This is an optimization exercise on Yosys and OpenROAD, whose aim is small area, a short achievable clock period and few clock cycles, not a production implementation. Where RTL was checked, it was by simulation tests only, not by an equivalence proof against the original. Power figures rest on the tool's default switching activity, not on a simulated workload.

Setup of JK:
Design scancode_line_editor_core, start of the top module:
module scancode_line_editor_core #(
  parameter int TERMINALS  = 3,
  parameter int LINE_BYTES = 128
) (
  input  logic        clk,
  input  logic        rst,
  input  logic        s_tvalid,
  output logic        s_tready,
  input  logic [23:0] s_tdata,    
  input  logic        s_tuser,    
  output logic        m_tvalid,
  input  logic        m_tready,
  output logic [23:0] m_tdata,    
  output logic [2:0]  m_tuser,    
  input  logic        psel,
  input  logic        penable,
  input  logic        pwrite,
  input  logic [2:0]  paddr,
  input  logic [31:0] pwdata,
  output logic [31:0] prdata,
  output logic        pready
);
Settings: LEC_CHECK=0, CAP_MARGIN=20, CORE_MARGIN=2, CORE_UTILIZATION=50, CTS_BUF_LIST=sky130_fd_sc_hd__clkbuf_16, CTS_CLUSTER_DIAMETER=50, CTS_CLUSTER_SIZE=20, PLACE_DENSITY=0.75, SETUP_SLACK_MARGIN=5, SLEW_MARGIN=20, SYNTH_HIERARCHICAL=1, TNS_END_PERCENT=100; clock period 12.0 ns.
standard.sh (not shown) runs the stock make flow with config.mk's settings and CLKGATE_MAP_FILE= SYNTH_SCRIPT=/design/flow/synth_recipe.tcl, a recipe that flattens the netlist after the stock synthesis.
==> flow/flow/run.sh <==
#!/bin/bash
set -euo pipefail
bash standard.sh SETUP_SLACK_MARGIN=8.2 MATCH_CELL_FOOTPRINT=0 \
  BUFFER_PORTS_ARGS="-buffer_cell sky130_fd_sc_hd__buf_4" finish > make_finish.log 2>&1
Testbench counts of JK, summed over its fixed seeds: cycles 32,111.
For MS, these inputs were changed with respect to JK:
--- a/flow/design.v
+++ b/flow/design.v
@@ -212,20 +212,19 @@
   logic [7:0] ll_rd;
   logic       hit;
   logic [2:0] action;
   logic [7:0] line_count;
   logic [6:0] char_code, scan_char;
   logic [3:0] mods;
   logic [RES_W-1:0] res_e, res;
   logic       m_ram;
-  logic        byp, w_now;
-  logic [6:0]  w_i, w_d;
-  logic [23:0] w_th;     
-  logic [15:0] w_l;      
+  logic       w_we, byp;
+  logic [1:0] w_t;
+  logic [6:0] w_i, w_d;
   always_comb begin
     scan       = v1 && !rd1;
     shift_next = f_sh_set  || (shift_held && !f_sh_clr);
     alt_next   = f_alt_set || (alt_held && !f_alt_clr);
     ctrl_next  = f_ctl_set || (ctrl_held && !f_ctl_clr);
     caps_next  = caps_lock ^ f_caps;
     do_clear   = f_l && ctrl_held;
     do_switch  = f_fn && alt_held;
@@ -265,30 +264,31 @@
         line_count = pos_inc;
         scan_char  = key;
       end else if (do_enter) begin
         action     = ACT_ENTER;
         line_count = pos_inc;
         scan_char  = CH_NEWLINE;
       end
     end
-    byp       = (|(w_th & r_th1)) && (|(w_l & r_l1));
+    byp       = w_we && (w_t == rt1) && (w_i == ri1);
     m_ram     = rd1 && hit && !byp;
     char_code = ({7{rd1 && hit && byp}} & w_d) | scan_char;
     res_e = {action, mods, line_count, (rd1 ? rt1 : term_next), char_code};
   end
-  assign w_now = scan && (do_bksp || do_add || do_enter);
-  assign w_i   = do_bksp ? pos_dec : pos;
   always_ff @(posedge clk) begin
-    for (int k = 0; k < 24; k++) begin
-      w_th[k] <= !rst && w_now && (active_terminal == 2'(k / 8)) && (w_i[6:4] == 3'(k % 8));
-    end
-    for (int k = 0; k < 16; k++) begin
-      w_l[k] <= (w_i[3:0] == 4'(k));
+    if (rst) begin
+      w_we <= 1'b0;
+    end else begin
+      w_we <= scan && (do_bksp || do_add || do_enter);
     end
+  end
+  always_ff @(posedge clk) begin
+    w_t <= active_terminal;
+    w_i <= do_bksp ? pos_dec : pos;
     w_d <= key | (f_enter ? CH_NEWLINE : 7'h00);
   end
   always_ff @(posedge clk) begin
     if (rst_q) begin
       shift_held      <= 1'b0;
       caps_lock       <= 1'b0;
       ctrl_held       <= 1'b0;
       alt_held        <= 1'b0;
@@ -311,24 +311,35 @@
       end else if (do_add) begin
         edit_count[active_terminal] <= pos_inc[6:0];
       end else if (do_enter) begin
         edit_count[active_terminal]  <= 7'd0;
         line_length[active_terminal] <= pos_inc;
       end
     end
   end
+  logic [2:0]   wt_hit;
+  logic [7:0]   wi_h;
+  logic [15:0]  wi_l;
   wire  [2:0][127:0][6:0] mem_q;
   logic [15:0][7:0][6:0]  y_n;
   logic [15:0][6:0]       part;
   logic [6:0]   ram_rdata;
+  always_comb begin
+    wt_hit = 3'b000;
+    wi_h   = 8'h00;
+    wi_l   = 16'h0000;
+    if (w_t != 2'd3) wt_hit[w_t] = w_we;
+    wi_h[w_i[6:4]] = 1'b1;
+    wi_l[w_i[3:0]] = 1'b1;
+  end
   for (genvar i = 0; i < 127; i++) begin : g_byte
     logic [6:0] b0, b1, b2, n0, n1, n2;
     logic [2:0] ws;
-    assign ws = {w_th[16 + i / 16], w_th[8 + i / 16], w_th[i / 16]} & {3{w_l[i % 16]}};
+    assign ws = wt_hit & {3{wi_h[i / 16] && wi_l[i % 16]}};
     sle_hold u_h0 (.we(ws[0]), .wen(!ws[0]), .wd(w_d), .q(b0), .d(n0));
     sle_hold u_h1 (.we(ws[1]), .wen(!ws[1]), .wd(w_d), .q(b1), .d(n1));
     sle_hold u_h2 (.we(ws[2]), .wen(!ws[2]), .wd(w_d), .q(b2), .d(n2));
     always_ff @(posedge clk) begin
       b0 <= n0;
       b1 <= n1;
       b2 <= n2;
     end
### Flow results
- Compare MS and JK | combinational-cell power consumption higher: JK
- In the tables for MS and JK, non-clock buffer instance count of the final layout reads higher with MS.
- Of MS and JK, it is MS that has the higher area growth from synthesis to final layout.
- Changes observed in MS relative to JK: core box area went down 0.0021 mm^2, least setup slack across all paths after layout grew by 0.11 ns.
Only the layout flow was run in MS; the RTL was not checked for function there.

==> separate check: timing with driven ports <==
Ports are ideal in the flow. The routed layouts listed here were re-timed in OpenROAD.
Step 1 sets driving cells, clkbuf_16 on the clock port and buf_2 on the other inputs (assumed; they add their load-dependent delay and slew).
Step 2 moves the port delays by t, midway between the first and last clock arrival at a register: inputs arrive t later, outputs are due t later. That takes back most of the time a late clock gives input paths.
a / b / c = ideal / step 1 / step 2; a / b = the first two.
run | t, ns | setup slack, ns | worst setup path after step 2 | clock arrival spread, ns | pins driven straight from the clock port
JK | 0.984 | 7.885 / 7.885 / 7.528 | input to register | 0.060 / 0.061 | 1
MS | 0.976 | 7.997 / 7.997 / 7.464 | input to register | 0.049 / 0.049 | 1
After both steps setup and hold are still met in every run listed. The setup slack of MS, which loses most, moves by 0.000 ns with the drivers and by -0.533 ns with both steps.
